This design comes from an exercise in tuning for small area, a short achievable clock period and few clock cycles per item on the open sky130 flow, not from production work.
Where RTL was checked, it was by simulation tests only, not by an equivalence proof against the original.

==> run Z <==
==> flow/design.v (excerpt) <==
module ordered_sequence_hash_64_top (
  input  logic                             clk,
  input  logic                             rst_n,
  input  logic                             in_valid,
  output logic                             in_stall,
  input  logic                             in_cmd,
  input  logic [osh64_pkg::LEN_W-1:0]      in_seq_length,
  input  logic [osh64_pkg::HASH_W-1:0]     in_element_bits,
  output logic                             out_valid,
  input  logic                             out_stall,
  output logic [osh64_pkg::HASH_W-1:0]     out_hash
);
clock: 9.5 ns
lec_check: 0
cap_margin: 20
core_margin: 2
core_utilization: 40
slew_margin: 20
synth_hierarchical: 1
standard.sh (not shown) runs the stock make flow with config.mk's settings and CLKGATE_MAP_FILE= SYNTH_SCRIPT=/design/flow/synth_recipe.tcl, a recipe that flattens the netlist after the stock synthesis.
==> flow/flow/run.sh <==
#!/bin/bash
set -euo pipefail
MARGIN=$(cat flow/margin.txt)
bash standard.sh SETUP_SLACK_MARGIN=$MARGIN finish > standard.log 2>&1
==> flow/flow/margin.txt <==
5.5
==> inputs of run G, as changes to run Z <==
==> flow/run.sh (new file) <==
#!/bin/bash
# synth_recipe.tcl (not shown) runs the flow's synth.tcl, then flattens the netlist and writes it again
# the make line also repeats each setting of config.mk as NAME=value (left out here)
make -C /OpenROAD-flow-scripts/flow DESIGN_CONFIG=/design/flow/config.mk WORK_HOME=/design/flow/orfs CLKGATE_MAP_FILE= SYNTH_SCRIPT=/design/flow/synth_recipe.tcl finish
SETUP_SLACK_MARGIN = 5   (was default)
removed: flow/flow/run.sh
removed: flow/flow/margin.txt
removed: flow/standard.sh
==> inputs of run H, as changes to run Z <==
==> flow/flow/margin.txt (replaced) <==
6.0
==> results.toml <==
[status]
status = "complete, no violations"

[sta]
layout_setup_ws_ns = 4.846

[place]
dpl_cell_area_mm2 = 0.03521

[drt]
met3_length_um = 6139

[global_route]
grt_max_degree = 82
(the above is from run H)
==> results.toml <==
[yosys]
synth_top_cell_by_area = "edfxtp_1"

[drt]
met3_length_um = 6649

[status]
status = "complete, no violations"

[place]
dpl_cell_area_mm2 = 0.03449

[global_route]
grt_max_degree = 84

[clock_tree]
postCtsSetupRepairBufs = 213
(the above is from run Z)
==> results.toml <==
[drt]
firstDrtPassIters = 5
viasPerCell = 5.326
met3_length_um = 5157

[finish]
seqCellArea_mm2 = 0.01064

[sta]
layout_setup_ws_ns = 4.776

[status]
status = "complete, no violations"

[global_route]
grt_max_degree = 84

[place]
dpl_cell_area_mm2 = 0.03429
(the above is from run G)
Testbench counts of run Z, summed over its fixed seeds: cycles 12,024, items 12,000.
Testbench counts of run G, summed over its fixed seeds: cycles 12,024, items 12,000.
Testbench counts of run H, summed over its fixed seeds: cycles 12,024, items 12,000.

==> umber: inputs <==
ordered_sequence_hash_64_top, a different RTL version from the one above (not shown whole).
clock: 9.5 ns
lec_check: 0
abc_clock_period_in_ps: 4000
cap_margin: 20
core_margin: 2
core_utilization: 40
setup_slack_margin: 5
slew_margin: 20
synth_hierarchical: 1
run.sh (not shown) runs the stock make flow with config.mk's settings and CLKGATE_MAP_FILE= SYNTH_SCRIPT=/design/flow/synth_recipe.tcl, a recipe that flattens the netlist after the stock synthesis.
Stock flow here: none of the scripts above is used.
==> willow (differences from umber) <==
- ABC_CLOCK_PERIOD_IN_PS: 4000 -> default
==> summary.txt <==
- Hold slack is the same in umber and willow.
- In wire length, umber and willow do not differ.
- Maximum frequency is the same in willow and umber.
- Non-clock buffer count is the same in willow and umber.
- Clock skew is the same in willow and umber.
- In utilization, willow and umber do not differ.
- In first-iteration DRC count, umber and willow do not differ.
- In global-route usage, willow and umber do not differ.
- In critical path depth, umber and willow do not differ.
- Synthesized area is the same in willow and umber.
==> figures <==
quantity                                                                                 willow                            umber
Ant diodes                                                                                    0                                0
CP most frequent cell                                                     sky130_fd_sc_hd__ha_4            sky130_fd_sc_hd__ha_4
Complex-gate fraction of the synthesized area                                             0.108                            0.108
Outcome                                                                timing/DRC/antenna clean         timing/DRC/antenna clean
Residual overflow from global routing                                                         0                                0
Initial Utilization                                                                       0.404                            0.404
Number of clock-tree buffers in the layout                                                   49                               49
CTS Root Cell                                                        sky130_fd_sc_hd__clkbuf_16       sky130_fd_sc_hd__clkbuf_16
Number of standard cells in the final layout excluding fillers                             4300                             4300
Leading cell kind                                               multi-input combinational cells  multi-input combinational cells
Clock network share of area                                                              0.0376                           0.0376
Cell count after synthesis                                                                 2912                             2912
Period Utilization, post-route                                                            0.592                            0.592
Number of hold-slack violations in the final timing report                                    0                                0
Number of warnings printed during yosys synthesis                                             7                                7
Standard-cell row count                                                                     107                              107
Finished Core Util                                                                        0.481                            0.481
Inverters excl. clock                                                                       238                              238
No run of this note included a check of the RTL's function; only the layout flow was run.

==> 04-15 <==
Another version of the RTL of ordered_sequence_hash_64_top (not shown whole).
==> flow/config.mk <==
export PLATFORM = sky130hd
export DESIGN_NAME = ordered_sequence_hash_64_top
export DESIGN_NICKNAME = ordered_sequence_hash_64_top
export VERILOG_FILES = /design/flow/design.v
export SDC_FILE = /design/flow/constraint.sdc
export NUM_CORES = 4
export LEC_CHECK = 0
export CAP_MARGIN = 20
export CORE_MARGIN = 2
export CORE_UTILIZATION = 40
export SLEW_MARGIN = 20
export SYNTH_HIERARCHICAL = 1
==> flow/constraint.sdc <==
create_clock -name core_clock -period 9.5 [get_ports {clk}]
set_input_delay 1.9000 -clock core_clock [delete_from_list [all_inputs] [get_ports {clk}]]
set_output_delay 1.9000 -clock core_clock [all_outputs]
set_load 0.01 [all_outputs]
standard.sh (not shown) runs the stock make flow with config.mk's settings and CLKGATE_MAP_FILE= SYNTH_SCRIPT=/design/flow/synth_recipe.tcl, a recipe that flattens the netlist after the stock synthesis.
==> flow/flow/run.sh <==
#!/bin/bash
# Own flow: the standard layout (standard synthesis and every ORFS step unchanged) with two
# settings outside config.mk's list:
#  - port buffers are sky130_fd_sc_hd__buf_2 instead of the default choice (every input and
#    output port still gets its own buffer);
set -euo pipefail
MARGIN=$(cat flow/margin.txt)
bash standard.sh "BUFFER_PORTS_ARGS=-buffer_cell sky130_fd_sc_hd__buf_2" \
  SETUP_SLACK_MARGIN="$MARGIN" finish > standard.log 2>&1
==> flow/flow/margin.txt <==
5.5
==> 09-22 (differences from 04-15) <==
--- a/flow/design.v
+++ b/flow/design.v
@@ -27,56 +27,41 @@
   input  logic                             out_stall,
   output logic [osh64_pkg::HASH_W-1:0]     out_hash
 );
   localparam int unsigned HW = osh64_pkg::HASH_W;
   localparam int unsigned LW = osh64_pkg::HALF_W;
   localparam int unsigned PW = 124;   
-  logic          sk_v, s0_v, s1_v, out_v;
-  logic          sk_cmd, s0_cmd, s1_cmd;
-  logic [HW-1:0] sk_src, s0_src, s0_msrc;
+  logic          s0_v, s1_v, hv;
+  logic          s0_cmd, s1_cmd;
+  logic [HW-1:0] s0_src, s0_msrc;
   logic [PW-1:0] s1_p;
   logic [HW-1:0] out_hash_r;
-  logic out_free, s1_adv, s0_adv, s0_ready, in_take;
-  assign out_free = !out_v || !out_stall;
-  assign s1_adv   = s1_v && out_free;
-  assign s0_adv   = s0_v && (!s1_v || s1_adv);
-  assign s0_ready = !s0_v || s0_adv;
-  assign in_stall = sk_v;
-  assign in_take  = in_valid && !sk_v;
+  logic hash_free, s1_adv, s0_adv, s0_ready, in_take;
+  assign hash_free = !(hv && out_stall);
+  assign s1_adv    = s1_v && hash_free;
+  assign s0_adv    = s0_v && (!s1_v || s1_adv);
+  assign s0_ready  = !s0_v || s0_adv;
+  assign in_stall  = s0_v && s1_v && hv && out_stall;
+  assign in_take   = in_valid && !in_stall;
   logic [HW-1:0] in_src;
   assign in_src = (in_cmd == osh64_pkg::CMD_START) ?
                   {{(HW-osh64_pkg::LEN_W){1'b0}}, in_seq_length} : in_element_bits;
   always_ff @(posedge clk) begin
     if (!rst_n) begin
-      sk_v <= 1'b0;
-    end else if (s0_ready) begin
-      sk_v <= 1'b0;
-    end else if (in_take) begin
-      sk_v <= 1'b1;
-    end
-  end
-  always_ff @(posedge clk) begin
-    if (in_take && !s0_ready) begin
-      sk_cmd <= in_cmd;
-      sk_src <= in_src;
-    end
-  end
-  always_ff @(posedge clk) begin
-    if (!rst_n) begin
       s0_v <= 1'b0;
     end else if (s0_ready) begin
-      s0_v <= sk_v || in_take;
+      s0_v <= in_take;
     end
   end
   logic [HW-1:0] nxt_src, nxt_msrc;
-  assign nxt_src = sk_v ? sk_src : in_src;
+  assign nxt_src = in_src;
   assign nxt_msrc[1:0] = nxt_src[1:0];
   osh64_add62 u_madd (.a(nxt_src[HW-1:2]), .b(nxt_src[HW-1-2:0]), .s(nxt_msrc[HW-1:2]));
   always_ff @(posedge clk) begin
-    if (s0_ready) begin
-      s0_cmd  <= sk_v ? sk_cmd : in_cmd;
+    if (in_take) begin
+      s0_cmd  <= in_cmd;
       s0_src  <= nxt_src;
       s0_msrc <= nxt_msrc;
     end
   end
   logic [HW-1:0] src, nsrc, msrc, nmsrc;
   assign src   = s0_src;
@@ -644,24 +629,22 @@
     top    = t2[LW-1:0] ^ acc_hi ^ (acc_hi >> osh64_pkg::JOIN_SH_C);
     joined = {top, acc_hi} ^ {out_hash_r[LW-1:0], x3[HW-1:LW]};
     hash_nxt = (s1_cmd == osh64_pkg::CMD_START) ? x3 : joined;
   end
   always_ff @(posedge clk) begin
     if (!rst_n) begin
-      out_v      <= 1'b0;
+      hv         <= 1'b0;
       out_hash_r <= '0;
     end else begin
-      if (out_free) begin
-        out_v <= s1_adv;
-      end
+      hv <= s1_adv || (hv && !hash_free);
       if (s1_adv) begin
         out_hash_r <= hash_nxt;
       end
     end
   end
-  assign out_valid = out_v;
+  assign out_valid = hv;
   assign out_hash  = out_hash_r;
 endmodule
 module osh64_fa (input logic a, b, c, output logic s, co);
   assign s  = a ^ b ^ c;
   assign co = (a & b) | (a & c) | (b & c);
 endmodule
==> flow/flow/margin.txt (replaced) <==
5.4
--- a/flow/config.mk
+++ b/flow/config.mk
@@ -4,9 +4,9 @@
 export VERILOG_FILES = /design/flow/design.v
 export SDC_FILE = /design/flow/constraint.sdc
 export NUM_CORES = 4
 export LEC_CHECK = 0
 export CAP_MARGIN = 20
 export CORE_MARGIN = 2
-export CORE_UTILIZATION = 40
+export CORE_UTILIZATION = 60
 export SLEW_MARGIN = 20
 export SYNTH_HIERARCHICAL = 1
==> comparison table <==
Routability Congestion: 04-15 0.993; 09-22 0.984
Number of search-and-repair iterations in the first detailed-routing pass: 04-15 5; 09-22 6
Result of the run: 04-15 complete, no violations; 09-22 complete, no violations
Horizontal die dimension: 04-15 289 um; 09-22 227 um
Met2 Routed Length: 04-15 46.3 mm; 09-22 43.6 mm
Number of cell rows: 04-15 104; 09-22 81
Max Fanout on Critical Path: 04-15 16; 09-22 2
Half-perimeter wire length after placement: 04-15 73.6 mm; 09-22 67.3 mm
Layout area overhead: 04-15 23.8%; 09-22 22.0%
Fraction of post-synthesis cell area in the top cell type by area: 04-15 28.6%; 09-22 25.3%
Crit Path Category: 04-15 input port to flop; 09-22 input port to output port
Effective utilization at floorplan: 04-15 40.4%; 09-22 60.7%
Fraction of standard cell area in multi-input logic: 04-15 56.8%; 09-22 60.3%
Die Area: 04-15 0.0835 mm^2; 09-22 0.0513 mm^2
Final std cell area, no fill: 04-15 0.0402 mm^2; 09-22 0.0362 mm^2
CP required: 04-15 9.87 ns; 09-22 7.60 ns
Sequential fraction of the synthesis area: 04-15 32.8%; 09-22 29.2%
Hold Worst Slack: 04-15 0.433 ns; 09-22 0.414 ns
Testbench counts of 09-22, summed over its fixed seeds: cycles 12,024, items 12,000.
The RTL of 04-15 was laid out without a check of its function.

==> trial 78: inputs <==
ordered_sequence_hash_64_top with an RTL version that a note above also has.
==> flow/config.mk <==
export PLATFORM = sky130hd
export DESIGN_NAME = ordered_sequence_hash_64_top
export DESIGN_NICKNAME = ordered_sequence_hash_64_top
export VERILOG_FILES = /design/flow/design.v
export SDC_FILE = /design/flow/constraint.sdc
export NUM_CORES = 4
export LEC_CHECK = 0
export CAP_MARGIN = 20
export CORE_MARGIN = 2
export CORE_UTILIZATION = 60
export SLEW_MARGIN = 20
export SYNTH_HIERARCHICAL = 1
==> flow/constraint.sdc <==
create_clock -name core_clock -period 9.5 [get_ports {clk}]
set_input_delay 1.9000 -clock core_clock [delete_from_list [all_inputs] [get_ports {clk}]]
set_output_delay 1.9000 -clock core_clock [all_outputs]
set_load 0.01 [all_outputs]
==> flow/flow/margin.txt <==
5.1
Scripts as last shown in full above: flow/flow/run.sh
==> build 31 (differences from trial 78) <==
--- a/flow/design.v
+++ b/flow/design.v
@@ -25,27 +25,27 @@
   input  logic [osh64_pkg::HASH_W-1:0]     in_element_bits,
   output logic                             out_valid,
   input  logic                             out_stall,
   output logic [osh64_pkg::HASH_W-1:0]     out_hash
 );
   localparam int unsigned HW = osh64_pkg::HASH_W;
   localparam int unsigned LW = osh64_pkg::HALF_W;
   localparam int unsigned PW = 124;   
-  logic          s0_v, s1_v, hv;
+  logic          s0_v, s1_v, hv, ob_v;
   logic          s0_cmd, s1_cmd;
   logic [HW-1:0] s0_src, s0_msrc;
   logic [PW-1:0] s1_p;
-  logic [HW-1:0] out_hash_r;
+  logic [HW-1:0] out_hash_r, ob_hash;
   logic hash_free, s1_adv, s0_adv, s0_ready, in_take;
-  assign hash_free = !(hv && out_stall);
+  assign hash_free = !(hv && ob_v && out_stall);
   assign s1_adv    = s1_v && hash_free;
   assign s0_adv    = s0_v && (!s1_v || s1_adv);
   assign s0_ready  = !s0_v || s0_adv;
-  assign in_stall  = s0_v && s1_v && hv && out_stall;
+  assign in_stall  = s0_v && s1_v && hv && ob_v;
   assign in_take   = in_valid && !in_stall;
   logic [HW-1:0] in_src;
   assign in_src = (in_cmd == osh64_pkg::CMD_START) ?
                   {{(HW-osh64_pkg::LEN_W){1'b0}}, in_seq_length} : in_element_bits;
   always_ff @(posedge clk) begin
     if (!rst_n) begin
       s0_v <= 1'b0;
     end else if (s0_ready) begin
@@ -628,26 +628,37 @@
     t2     = t1 ^ (t1 >> osh64_pkg::JOIN_SH_B);
     top    = t2[LW-1:0] ^ acc_hi ^ (acc_hi >> osh64_pkg::JOIN_SH_C);
     joined = {top, acc_hi} ^ {out_hash_r[LW-1:0], x3[HW-1:LW]};
     hash_nxt = (s1_cmd == osh64_pkg::CMD_START) ? x3 : joined;
   end
   always_ff @(posedge clk) begin
     if (!rst_n) begin
       hv         <= 1'b0;
+      ob_v       <= 1'b0;
       out_hash_r <= '0;
     end else begin
       hv <= s1_adv || (hv && !hash_free);
+      if (!ob_v) begin
+        ob_v <= hv && out_stall;
+      end else if (!out_stall) begin
+        ob_v <= hv;
+      end
       if (s1_adv) begin
         out_hash_r <= hash_nxt;
       end
     end
   end
-  assign out_valid = hv;
-  assign out_hash  = out_hash_r;
+  always_ff @(posedge clk) begin
+    if (ob_v ? !out_stall : out_stall) begin
+      ob_hash <= out_hash_r;
+    end
+  end
+  assign out_valid = hv || ob_v;
+  assign out_hash  = ob_v ? ob_hash : out_hash_r;
 endmodule
 module osh64_fa (input logic a, b, c, output logic s, co);
   assign s  = a ^ b ^ c;
   assign co = (a & b) | (a & c) | (b & c);
 endmodule
 module osh64_x3 (input logic a, b, c, output logic s);
   assign s = a ^ b ^ c;
 endmodule
==> flow/flow/margin.txt (replaced) <==
5.8
CORE_UTILIZATION = 40   (was 60)
==> trial 90 (differences from trial 78) <==
--- a/flow/design.v
+++ b/flow/design.v
@@ -25,27 +25,27 @@
   input  logic [osh64_pkg::HASH_W-1:0]     in_element_bits,
   output logic                             out_valid,
   input  logic                             out_stall,
   output logic [osh64_pkg::HASH_W-1:0]     out_hash
 );
   localparam int unsigned HW = osh64_pkg::HASH_W;
   localparam int unsigned LW = osh64_pkg::HALF_W;
   localparam int unsigned PW = 124;   
-  logic          s0_v, s1_v, hv;
+  logic          s0_v, s1_v, hv, ob_v;
   logic          s0_cmd, s1_cmd;
   logic [HW-1:0] s0_src, s0_msrc;
   logic [PW-1:0] s1_p;
-  logic [HW-1:0] out_hash_r;
+  logic [HW-1:0] out_hash_r, ob_hash;
   logic hash_free, s1_adv, s0_adv, s0_ready, in_take;
-  assign hash_free = !(hv && out_stall);
+  assign hash_free = !(hv && ob_v && out_stall);
   assign s1_adv    = s1_v && hash_free;
   assign s0_adv    = s0_v && (!s1_v || s1_adv);
   assign s0_ready  = !s0_v || s0_adv;
-  assign in_stall  = s0_v && s1_v && hv && out_stall;
+  assign in_stall  = s0_v && s1_v && hv && ob_v;
   assign in_take   = in_valid && !in_stall;
   logic [HW-1:0] in_src;
   assign in_src = (in_cmd == osh64_pkg::CMD_START) ?
                   {{(HW-osh64_pkg::LEN_W){1'b0}}, in_seq_length} : in_element_bits;
   always_ff @(posedge clk) begin
     if (!rst_n) begin
       s0_v <= 1'b0;
     end else if (s0_ready) begin
@@ -628,26 +628,37 @@
     t2     = t1 ^ (t1 >> osh64_pkg::JOIN_SH_B);
     top    = t2[LW-1:0] ^ acc_hi ^ (acc_hi >> osh64_pkg::JOIN_SH_C);
     joined = {top, acc_hi} ^ {out_hash_r[LW-1:0], x3[HW-1:LW]};
     hash_nxt = (s1_cmd == osh64_pkg::CMD_START) ? x3 : joined;
   end
   always_ff @(posedge clk) begin
     if (!rst_n) begin
       hv         <= 1'b0;
+      ob_v       <= 1'b0;
       out_hash_r <= '0;
     end else begin
       hv <= s1_adv || (hv && !hash_free);
+      if (!ob_v) begin
+        ob_v <= hv && out_stall;
+      end else if (!out_stall) begin
+        ob_v <= hv;
+      end
       if (s1_adv) begin
         out_hash_r <= hash_nxt;
       end
     end
   end
-  assign out_valid = hv;
-  assign out_hash  = out_hash_r;
+  always_ff @(posedge clk) begin
+    if (ob_v ? !out_stall : out_stall) begin
+      ob_hash <= out_hash_r;
+    end
+  end
+  assign out_valid = hv || ob_v;
+  assign out_hash  = ob_v ? ob_hash : out_hash_r;
 endmodule
 module osh64_fa (input logic a, b, c, output logic s, co);
   assign s  = a ^ b ^ c;
   assign co = (a & b) | (a & c) | (b & c);
 endmodule
 module osh64_x3 (input logic a, b, c, output logic s);
   assign s = a ^ b ^ c;
 endmodule
==> flow/flow/margin.txt (replaced) <==
5.5
==> qor summary <==
quantity                                                        build 31     trial 78     trial 90
Run status                                      timing/DRC/antenna clean  timing/DRC/antenna clean  timing/DRC/antenna clean
Gate count after technology mapping                                 2725         2587         2725
Core ar.                                                     80550 sq um  48950 sq um  53710 sq um
Total routing usage reported by global routing                    25.90%       34.62%       34.85%
Critical path's most frequent cell                                 buf_6        buf_2         fa_1
Worst Path Buf+Inv                                                     6            2            0
Half-perimeter wire length of the detailed placement result     76390 um     67900 um     72640 um
Overall routed net length                                      111900 um     86590 um     96910 um
Flip-flop and latch area                                     10610 sq um   8668 sq um  10610 sq um
Sinks on the clock net                                               376          311          376
Vertical die dimension                                          289.1 um     226.6 um     236.8 um
Met3 global-route usage                                           3.724%       6.790%       7.589%
Clk tree area frac                                                3.562%       3.473%       3.748%
Proportion of cell area occupied by multi-input gates             54.97%       60.65%       57.71%
Testbench counts of trial 78, summed over its fixed seeds: cycles 12,024, items 12,000.
Testbench counts of build 31, summed over its fixed seeds: cycles 12,024, items 12,000.
Testbench counts of trial 90, summed over its fixed seeds: cycles 12,024, items 12,000.

afterwards: timing with drivers on the ports:
How much do the figures lean on ideal ports? The routed layouts below were timed once more, with nothing changed but the port constraints.
Step 1 assumes that a clkbuf_16 drives the clock port and a buf_2 every other input.
Step 2 adds t to the input delays and takes it off the output delays; t is the mean of the earliest and latest rising clock arrival at the registers after step 1. Input paths then give back, and output paths get back, about the clock's delay inside the block.
Slacks: ideal / step 1 / step 2; pairs: ideal / step 1.
run	shift t [ns]	setup WS [ns]	worst setup path at the end	cell pins on the clock port's net
run Z	0.661	4.727 / 4.712 / 4.050	input to register	1
run G	0.659	4.776 / 4.782 / 4.123	input to register	1
run H	0.667	4.846 / 4.636 / 3.969	input to register	1
umber	0.688	3.879 / 3.847 / 3.159	input to register	1
willow	0.688	3.879 / 3.847 / 3.159	input to register	1
04-15	0.668	5.430 / 5.431 / 4.763	input to register	1
09-22	0.616	5.191 / 5.160 / 4.660	input to register	1
trial 78	0.605	5.127 / 5.107 / 4.634	input to register	1
build 31	0.665	5.498 / 5.380 / 4.715	input to register	1
trial 90	0.635	5.504 / 5.504 / 4.917	input to register	1
After both steps every run listed still meets setup and hold. The setup slack of run H, which loses most, moves by -0.210 ns with the drivers and by -0.877 ns with both steps.
